This design comes from an exercise in tuning for small area, a short achievable clock period and few clock cycles per item on the open sky130 flow, not from production work.
Function was checked by simulation only, so behaviour that the tests miss may differ from the original.

==> trial 80: inputs <==
==> flow/design.v (excerpt) <==
module mdu (
   input  logic        clk,
   input  logic        rst_n,
   input  logic        start,
   input  logic [3:0]  opMDU,
   input  logic [31:0] SrcA,
   input  logic [31:0] SrcB,
   output logic        busy,
   output logic        stall_req,
   output logic [31:0] HI,
   output logic [31:0] LO
);
   localparam int SD = 2;    
   logic w_isMult, w_isMultu, w_isDiv, w_isDivu, w_isMul, w_isDv, w_isMD;
   assign w_isMult  = (opMDU == 4'd1);
   assign w_isMultu = (opMDU == 4'd2);
   assign w_isDiv   = (opMDU == 4'd3);
   assign w_isDivu  = (opMDU == 4'd4);
   assign w_isMul   = w_isMult | w_isMultu;
   assign w_isDv    = w_isDiv | w_isDivu;
   assign w_isMD    = w_isMul | w_isDv;
   logic r_busy;
   logic w_go;
   assign w_go = start & ~r_busy;
   logic [31:0] r_hi, r_lo;
   logic [32:0] r_m;       
   logic [32:0] r_a;       
   logic [31:0] r_p;       
   logic        r_yp;      
   logic        r_yx;      
   logic [1:0]  r_n;       
   logic [3:0]  r_cnt;     
   logic        r_dv;      
   logic        r_sq, r_sr;  
   logic        r_dci;     
   function automatic logic [1:0] ngrp(input logic [31:0] x, input logic sgn);
      logic e;
      e = sgn & x[31];
      if (x[31:15] == {17{e}}) ngrp = 2'd1;
      else if (x[31] == e)     ngrp = 2'd2;
      else                     ngrp = 2'd3;
   endfunction
   logic [1:0]  w_nA, w_nB, w_nMin;
   logic        w_swap;
   logic [31:0] w_x, w_y;
   assign w_nA   = ngrp(SrcA, w_isMult);
   assign w_nB   = ngrp(SrcB, w_isMult);
   assign w_swap = (w_nA < w_nB);
   assign w_x    = w_swap ? SrcB : SrcA;
   assign w_y    = w_swap ? SrcA : SrcB;
  ...
Settings: LEC_CHECK=0, CAP_MARGIN=20, CORE_MARGIN=2, CORE_UTILIZATION=40, SLEW_MARGIN=20; clock period 105.0 ns.
standard.sh (not shown) runs the stock make flow with config.mk's settings and CLKGATE_MAP_FILE= SYNTH_SCRIPT=/design/flow/synth_recipe.tcl, a recipe that flattens the netlist after the stock synthesis.
==> flow/flow/run.sh <==
#!/bin/bash
# The standard layout (standard.sh: ORFS synthesis to finish), except that the
# port buffers are sky130_fd_sc_hd__buf_1 instead of the default delay-buffer
# cell: every input and output port still gets its own buffer.
set -euo pipefail
bash standard.sh 'BUFFER_PORTS_ARGS=-buffer_cell sky130_fd_sc_hd__buf_1' finish > standard_flow.log 2>&1
==> build 24 (differences from trial 80) <==
--- a/flow/design.v
+++ b/flow/design.v
@@ -7,13 +7,13 @@
    input  logic [31:0] SrcB,
    output logic        busy,
    output logic        stall_req,
    output logic [31:0] HI,
    output logic [31:0] LO
 );
-   localparam int SD = 2;    
+   localparam int SD = 4;    
    logic w_isMult, w_isMultu, w_isDiv, w_isDivu, w_isMul, w_isDv, w_isMD;
    assign w_isMult  = (opMDU == 4'd1);
    assign w_isMultu = (opMDU == 4'd2);
    assign w_isDiv   = (opMDU == 4'd3);
    assign w_isDivu  = (opMDU == 4'd4);
    assign w_isMul   = w_isMult | w_isMultu;
@@ -63,36 +63,36 @@
    mdu_ltu u_lt8  (.a({24'd0, w_absA[31:24]}), .nb(w_bx), .ci(~w_sB), .lt(w_c8));
    logic [32:0] w_dvR;
    logic [31:0] w_dvQ;
    logic [3:0]  w_dvCnt;
    always_comb begin
       if (w_c24) begin
-         w_dvR = {9'd0, w_absA[31:8]};  w_dvQ = {w_absA[7:0], 24'd0};
+         w_dvR = {9'd0, w_absA[31:8]};  w_dvQ = {w_absA[7:0], {24{w_sA ^ w_sB}}};
          w_dvCnt = 4'(8/SD - 1);
       end else if (w_c16) begin
-         w_dvR = {17'd0, w_absA[31:16]}; w_dvQ = {w_absA[15:0], 16'd0};
+         w_dvR = {17'd0, w_absA[31:16]}; w_dvQ = {w_absA[15:0], {16{w_sA ^ w_sB}}};
          w_dvCnt = 4'(16/SD - 1);
       end else if (w_c8) begin
-         w_dvR = {25'd0, w_absA[31:24]}; w_dvQ = {w_absA[23:0], 8'd0};
+         w_dvR = {25'd0, w_absA[31:24]}; w_dvQ = {w_absA[23:0], {8{w_sA ^ w_sB}}};
          w_dvCnt = 4'(24/SD - 1);
       end else begin
          w_dvR = 33'd0; w_dvQ = w_absA;
          w_dvCnt = 4'(32/SD - 1);
       end
    end
    localparam int TW = 50;
    logic        w_ext;
    logic [15:0] w_yb;
    logic [16:0] w_yw;
    assign w_ext = (r_n == 2'd3) & (r_cnt == 4'd0);
    assign w_yb  = w_ext ? {16{r_yx}} : r_p[15:0];
-   assign w_yw  = {w_yb, r_yp};
+   assign w_yw  = r_busy ? {w_yb, r_yp} : {w_y[15:0], 1'b0};
    logic [33:0]   w_pp [8];
    logic [7:0]    w_neg;
    logic [33:0]   w_mx;
-   assign w_mx = {r_m[32], r_m};
+   assign w_mx = r_busy ? {r_m[32], r_m} : {{2{w_isMult & w_x[31]}}, w_x};
    for (genvar i = 0; i < 8; i++) begin : g_booth
       logic b0, b1, b2, one, two;
       logic [33:0] pv;
       assign b0  = w_yw[2*i];
       assign b1  = w_yw[2*i+1];
       assign b2  = w_yw[2*i+2];
@@ -101,72 +101,71 @@
       assign w_neg[i] = b2;
       assign pv  = (({34{one}} & w_mx) | ({34{two}} & {w_mx[32:0], 1'b0})) ^ {34{b2}};
       assign w_pp[i] = {~pv[33], pv[32:0]};
    end
    logic [TW-1:0] w_t;
    mdu_mtree u_tree (
-      .acc({~r_a[32], r_a[31:0]}),
+      .acc(r_busy ? {~r_a[32], r_a[31:0]} : {1'b1, 32'd0}),
       .pp0(w_pp[0]), .pp1(w_pp[1]), .pp2(w_pp[2]), .pp3(w_pp[3]),
       .pp4(w_pp[4]), .pp5(w_pp[5]), .pp6(w_pp[6]), .pp7(w_pp[7]),
       .neg(w_neg), .t(w_t));
    logic [63:0] w_prod;
    always_comb begin
-      case (r_n)
-         2'd1:    w_prod = {{(64-TW){w_t[TW-1]}}, w_t};
-         2'd2:    w_prod = {w_t[47:0], r_p[31:16]};
-         default: w_prod = {w_t[31:0], r_p};
-      endcase
+      if (!r_busy)           w_prod = {{(64-TW){w_t[TW-1]}}, w_t};
+      else if (r_n == 2'd2)  w_prod = {w_t[47:0], r_p[31:16]};
+      else                   w_prod = {w_t[31:0], r_p};
    end
    logic [32:0] w_sr [SD+1];
    logic [31:0] w_sq [SD+1];
    logic [32:0] w_dn;
    assign w_sr[0] = r_a;
    assign w_sq[0] = r_p;
    assign w_dn    = {1'b1, r_m[31:0]};
    for (genvar s = 0; s < SD; s++) begin : g_dstep
       logic [32:0] rr, df;
       logic        cy;
       assign rr = {w_sr[s][31:0], w_sq[s][31]};
-      mdu_rca #(.W(33)) u_sub (.a(rr), .b(w_dn), .ci(r_dci), .s(df), .co(cy));
+      mdu_cia #(.W(33), .BS(7)) u_sub (.a(rr), .b(w_dn), .ci(r_dci), .s(df), .co(cy));
       assign w_sr[s+1] = cy ? df : rr;
-      assign w_sq[s+1] = {w_sq[s][30:0], cy};
+      assign w_sq[s+1] = {w_sq[s][30:0], cy ^ r_sq};
    end
    logic [32:0] w_dR;
    logic [31:0] w_dQ;
    assign w_dR = w_sr[SD];
    assign w_dQ = w_sq[SD];
    logic [31:0] w_divHi, w_divLo;
    mdu_cneg u_negR (.x(w_dR[31:0]), .n(r_sr), .y(w_divHi));
-   mdu_cneg u_negQ (.x(w_dQ), .n(r_sq), .y(w_divLo));
-   logic w_acc_md, w_last;
-   assign w_acc_md = w_go & w_isMD & ~(w_isDv & (w_dz | w_q0));
+   mdu_inc  u_incQ (.x(w_dQ), .ci(r_sq), .y(w_divLo));
+   logic w_acc_md, w_last, w_mul1;
+   assign w_mul1   = w_isMul & (w_nMin == 2'd1);
+   assign w_acc_md = w_go & w_isMD & ~(w_isDv & (w_dz | w_q0)) & ~w_mul1;
    assign w_last   = r_busy & (r_cnt == 4'd0);
    always_ff @(posedge clk or negedge rst_n) begin
       if (!rst_n) r_busy <= 1'b0;
       else if (w_acc_md) r_busy <= 1'b1;
       else if (w_last) r_busy <= 1'b0;
    end
    always_ff @(posedge clk) begin
       if (!r_busy) begin
          r_dv <= w_isDv;
          r_sq <= w_sA ^ w_sB;
          r_sr <= w_sA;
          r_dci <= ~w_sB;
-         r_yp <= 1'b0;
          r_yx <= w_isMult & w_y[31];
          r_n  <= w_nMin;
          if (w_isDv) begin
             r_m   <= {1'b1, w_bx};
             r_a   <= w_dvR;
             r_p   <= w_dvQ;
             r_cnt <= w_dvCnt;
          end else begin
             r_m   <= {w_isMult & w_x[31], w_x};
-            r_a   <= 33'd0;
-            r_p   <= w_y;
-            r_cnt <= 4'(w_nMin - 2'd1);
+            r_a   <= w_t[48:16];
+            r_p   <= {w_t[15:0], w_y[31:16]};
+            r_yp  <= w_y[15];
+            r_cnt <= 4'(w_nMin - 2'd2);
          end
       end else begin
          r_cnt <= r_cnt - 4'd1;
          if (r_dv) begin
             r_a <= w_dR;
             r_p <= w_dQ;
@@ -186,12 +185,15 @@
             r_hi <= w_divHi;
             r_lo <= w_divLo;
          end else begin
             r_hi <= w_prod[63:32];
             r_lo <= w_prod[31:0];
          end
+      end else if (w_go && w_mul1) begin
+         r_hi <= w_prod[63:32];
+         r_lo <= w_prod[31:0];
       end else if (w_go) begin
          if (opMDU == 4'd5 || (w_isDv && !w_dz && w_q0))
             r_hi <= SrcA;
          if (opMDU == 4'd6)
             r_lo <= SrcA;
          else if (w_isDv && !w_dz && w_q0)
@@ -215,12 +217,64 @@
    for (genvar i = 0; i < W; i++) begin : g_bit
       assign s[i]   = a[i] ^ b[i] ^ c[i];
       assign c[i+1] = (a[i] & b[i]) | ((a[i] ^ b[i]) & c[i]);
    end
    assign co = c[W];
 endmodule
+module mdu_cia #(parameter int W = 33, parameter int BS = 7) (
+   input  logic [W-1:0] a,
+   input  logic [W-1:0] b,
+   input  logic         ci,
+   output logic [W-1:0] s,
+   output logic         co
+);
+   localparam int NB = (W + BS - 1) / BS;
+   logic [NB:0] bc;
+   assign bc[0] = ci;
+   for (genvar k = 0; k < NB; k++) begin : g_blk
+      localparam int LO = k * BS;
+      localparam int HI = (LO + BS < W) ? LO + BS : W;
+      localparam int BW = HI - LO;
+      logic [BW:0]   c;
+      logic [BW-1:0] ss;
+      if (k == 0) begin : g_c0
+         assign c[0] = ci;
+      end else begin : g_cn
+         assign c[0] = 1'b0;
+      end
+      for (genvar i = 0; i < BW; i++) begin : g_bit
+         assign ss[i]  = a[LO+i] ^ b[LO+i] ^ c[i];
+         assign c[i+1] = (a[LO+i] & b[LO+i]) | ((a[LO+i] ^ b[LO+i]) & c[i]);
+      end
+      if (k == 0) begin : g_first
+         assign s[HI-1:LO] = ss;
+         assign bc[1]      = c[BW];
+      end else begin : g_inc
+         logic [BW:0] p;
+         assign p[0] = 1'b1;
+         for (genvar i = 0; i < BW; i++) begin : g_ibit
+            assign s[LO+i] = ss[i] ^ (bc[k] & p[i]);
+            assign p[i+1]  = ss[i] & p[i];
+         end
+         assign bc[k+1] = c[BW] | (bc[k] & p[BW]);
+      end
+   end
+   assign co = bc[NB];
+endmodule
+module mdu_inc (
+   input  logic [31:0] x,
+   input  logic        ci,
+   output logic [31:0] y
+);
+   logic [32:0] c;
+   assign c[0] = ci;
+   for (genvar i = 0; i < 32; i++) begin : g_bit
+      assign y[i]   = x[i] ^ c[i];
+      assign c[i+1] = x[i] & c[i];
+   end
+endmodule
 module mdu_cneg (
    input  logic [31:0] x,
    input  logic        n,
    output logic [31:0] y
 );
    logic [32:0] c;
@@ -786,13 +840,74 @@
    wire fc526 = (pp6[33] & pp7[31]) | (pp6[33] & hc434) | (pp7[31] & hc434);
    wire hs527 = pp7[32] ^ 1'b1;
    wire hc528 = pp7[32] & 1'b1;
    logic [49:0] xa, xb;
    assign xa = {1'b1, 1'b1, pp7[33], hs527, fs525, fs523, fs521, fs519, fs517, fs515, fs513, fs511, fs509, fs507, fs505, fs503, fs501, fs499, fs497, fs495, fs493, fs491, fs489, fs487, fs485, fs483, fs481, fs479, fs477, fs475, fs473, fs471, fs469, fs467, fs465, fs463, fs461, fs459, fs457, fs455, fs453, fs451, fs449, fs447, fs445, fs443, fs441, fs439, hs437, hs435};
    assign xb = {1'b0, 1'b0, hc528, fc526, fc524, fc522, fc520, fc518, fc516, fc514, fc512, fc510, fc508, fc506, fc504, fc502, fc500, fc498, fc496, fc494, fc492, fc490, fc488, fc486, fc484, fc482, fc480, fc478, fc476, fc474, fc472, fc470, fc468, fc466, fc464, fc462, fc460, fc458, fc456, fc454, fc452, fc450, fc448, fc446, fc444, fc442, fc440, hc438, hc436, neg[0]};
-   logic [50:0] c;
-   assign c[0] = 1'b0;
-   for (genvar i = 0; i < 50; i++) begin : g_cpa
-      assign t[i]   = xa[i] ^ xb[i] ^ c[i];
-      assign c[i+1] = (xa[i] & xb[i]) | ((xa[i] ^ xb[i]) & c[i]);
+   logic [5:0] bc;
+   assign bc[0] = 1'b0;
+   logic [10:0] k0c;
+   logic [9:0] k0s;
+   assign k0c[0] = 1'b0;
+   for (genvar i = 0; i < 10; i++) begin : g_k0
+      assign k0s[i] = xa[0+i] ^ xb[0+i] ^ k0c[i];
+      assign k0c[i+1] = (xa[0+i] & xb[0+i]) | ((xa[0+i] ^ xb[0+i]) & k0c[i]);
+   end
+   assign t[9:0] = k0s;
+   assign bc[1] = k0c[10];
+   logic [10:0] k1c;
+   logic [9:0] k1s;
+   assign k1c[0] = 1'b0;
+   for (genvar i = 0; i < 10; i++) begin : g_k1
+      assign k1s[i] = xa[10+i] ^ xb[10+i] ^ k1c[i];
+      assign k1c[i+1] = (xa[10+i] & xb[10+i]) | ((xa[10+i] ^ xb[10+i]) & k1c[i]);
+   end
+   logic [10:0] k1p;
+   assign k1p[0] = 1'b1;
+   for (genvar i = 0; i < 10; i++) begin : g_i1
+      assign t[10+i] = k1s[i] ^ (bc[1] & k1p[i]);
+      assign k1p[i+1] = k1s[i] & k1p[i];
+   end
+   assign bc[2] = k1c[10] | (bc[1] & k1p[10]);
+   logic [10:0] k2c;
+   logic [9:0] k2s;
+   assign k2c[0] = 1'b0;
+   for (genvar i = 0; i < 10; i++) begin : g_k2
+      assign k2s[i] = xa[20+i] ^ xb[20+i] ^ k2c[i];
+      assign k2c[i+1] = (xa[20+i] & xb[20+i]) | ((xa[20+i] ^ xb[20+i]) & k2c[i]);
+   end
+   logic [10:0] k2p;
+   assign k2p[0] = 1'b1;
+   for (genvar i = 0; i < 10; i++) begin : g_i2
+      assign t[20+i] = k2s[i] ^ (bc[2] & k2p[i]);
+      assign k2p[i+1] = k2s[i] & k2p[i];
+   end
+   assign bc[3] = k2c[10] | (bc[2] & k2p[10]);
+   logic [10:0] k3c;
+   logic [9:0] k3s;
+   assign k3c[0] = 1'b0;
+   for (genvar i = 0; i < 10; i++) begin : g_k3
+      assign k3s[i] = xa[30+i] ^ xb[30+i] ^ k3c[i];
+      assign k3c[i+1] = (xa[30+i] & xb[30+i]) | ((xa[30+i] ^ xb[30+i]) & k3c[i]);
+   end
+   logic [10:0] k3p;
+   assign k3p[0] = 1'b1;
+   for (genvar i = 0; i < 10; i++) begin : g_i3
+      assign t[30+i] = k3s[i] ^ (bc[3] & k3p[i]);
+      assign k3p[i+1] = k3s[i] & k3p[i];
+   end
+   assign bc[4] = k3c[10] | (bc[3] & k3p[10]);
+   logic [10:0] k4c;
+   logic [9:0] k4s;
+   assign k4c[0] = 1'b0;
+   for (genvar i = 0; i < 10; i++) begin : g_k4
+      assign k4s[i] = xa[40+i] ^ xb[40+i] ^ k4c[i];
+      assign k4c[i+1] = (xa[40+i] & xb[40+i]) | ((xa[40+i] ^ xb[40+i]) & k4c[i]);
+   end
+   logic [10:0] k4p;
+   assign k4p[0] = 1'b1;
+   for (genvar i = 0; i < 10; i++) begin : g_i4
+      assign t[40+i] = k4s[i] ^ (bc[4] & k4p[i]);
+      assign k4p[i+1] = k4s[i] & k4p[i];
    end
+   assign bc[5] = k4c[10] | (bc[4] & k4p[10]);
 endmodule
ABC_AREA = 1   (was default)
==> build 13 (differences from trial 80) <==
==> flow/run.sh (new file) <==
#!/bin/bash
# synth_recipe.tcl (not shown) runs the flow's synth.tcl, then flattens the netlist and writes it again
# the make line also repeats each setting of config.mk as NAME=value (left out here)
make -C /OpenROAD-flow-scripts/flow DESIGN_CONFIG=/design/flow/config.mk WORK_HOME=/design/flow/orfs CLKGATE_MAP_FILE= SYNTH_SCRIPT=/design/flow/synth_recipe.tcl finish
removed: flow/flow/run.sh
removed: flow/standard.sh
==> qor summary <==
| item | build 13 | trial 80 | build 24 |
|---|---|---|---|
| Post-route fraction of the period consumed by the critical path | 41.6% | 40.9% | 41.0% |
| Number of tap instances | 959 | 959 | 1155 |
| Worst r2r path cells | 107 | 108 | 181 |
| Proportion of cell area occupied by multi-input gates | 70.1% | 72.0% | 71.5% |
| Status | no timing/DRC/antenna violations | no timing/DRC/antenna violations | no timing/DRC/antenna violations |
| Synthesized-area fraction occupied by xor and xnor cells | 11.9% | 11.9% | 10.2% |
| Fraction of standard cell area that is sequential | 13.0% | 13.4% | 11.4% |
| Critical path data arrival time | 22.72 ns | 21.93 ns | 22.05 ns |
| Simple-gate area share of the yosys netlist | 7.50% | 7.50% | 15.5% |
| Maximum number of pins on one net before global-route repair | 203 | 203 | 80 |
| Clock buffer cells | 17 | 20 | 17 |
| Vias after detailed routing | 26500 | 26400 | 34700 |
Testbench counts of trial 80, summed over its fixed seeds: cycles 34,922, items 12,000.
Testbench counts of build 24, summed over its fixed seeds: cycles 21,684, items 12,000.
Testbench counts of build 13, summed over its fixed seeds: cycles 34,922, items 12,000.

[static timing again, ports no longer ideal]
Ports are ideal in the flow. The routed layouts listed here were re-timed in OpenROAD.
Step 1 (the two cells are an assumption about what drives the block):
set clk [get_ports {clk}]
set_driving_cell -lib_cell sky130_fd_sc_hd__clkbuf_16 $clk
set_driving_cell -lib_cell sky130_fd_sc_hd__buf_2 [delete_from_list [all_inputs] $clk]
Step 2 also shifts input and output timing later by t, the mid clock arrival at the registers, as if the neighbouring blocks saw the same clock.
Three values: no drivers, after step 1, after step 2; two values: the first two.
| run | t, ns | setup WS [ns] | latest minus earliest clock arrival (ns) | worst data-port slew with drivers (ns) | pins driven straight from the clock port |
|---|---|---|---|---|---|
| trial 80 | 0.526 | 62.065 / 62.042 / 62.042 | 0.014 / 0.014 | 0.05 | 1 |
| build 24 | 0.584 | 61.951 / 61.928 / 61.928 | 0.024 / 0.024 | 0.05 | 1 |
| build 13 | 0.558 | 61.283 / 61.262 / 61.262 | 0.022 / 0.022 | 0.04 | 1 |
After both steps every run listed still meets setup and hold.
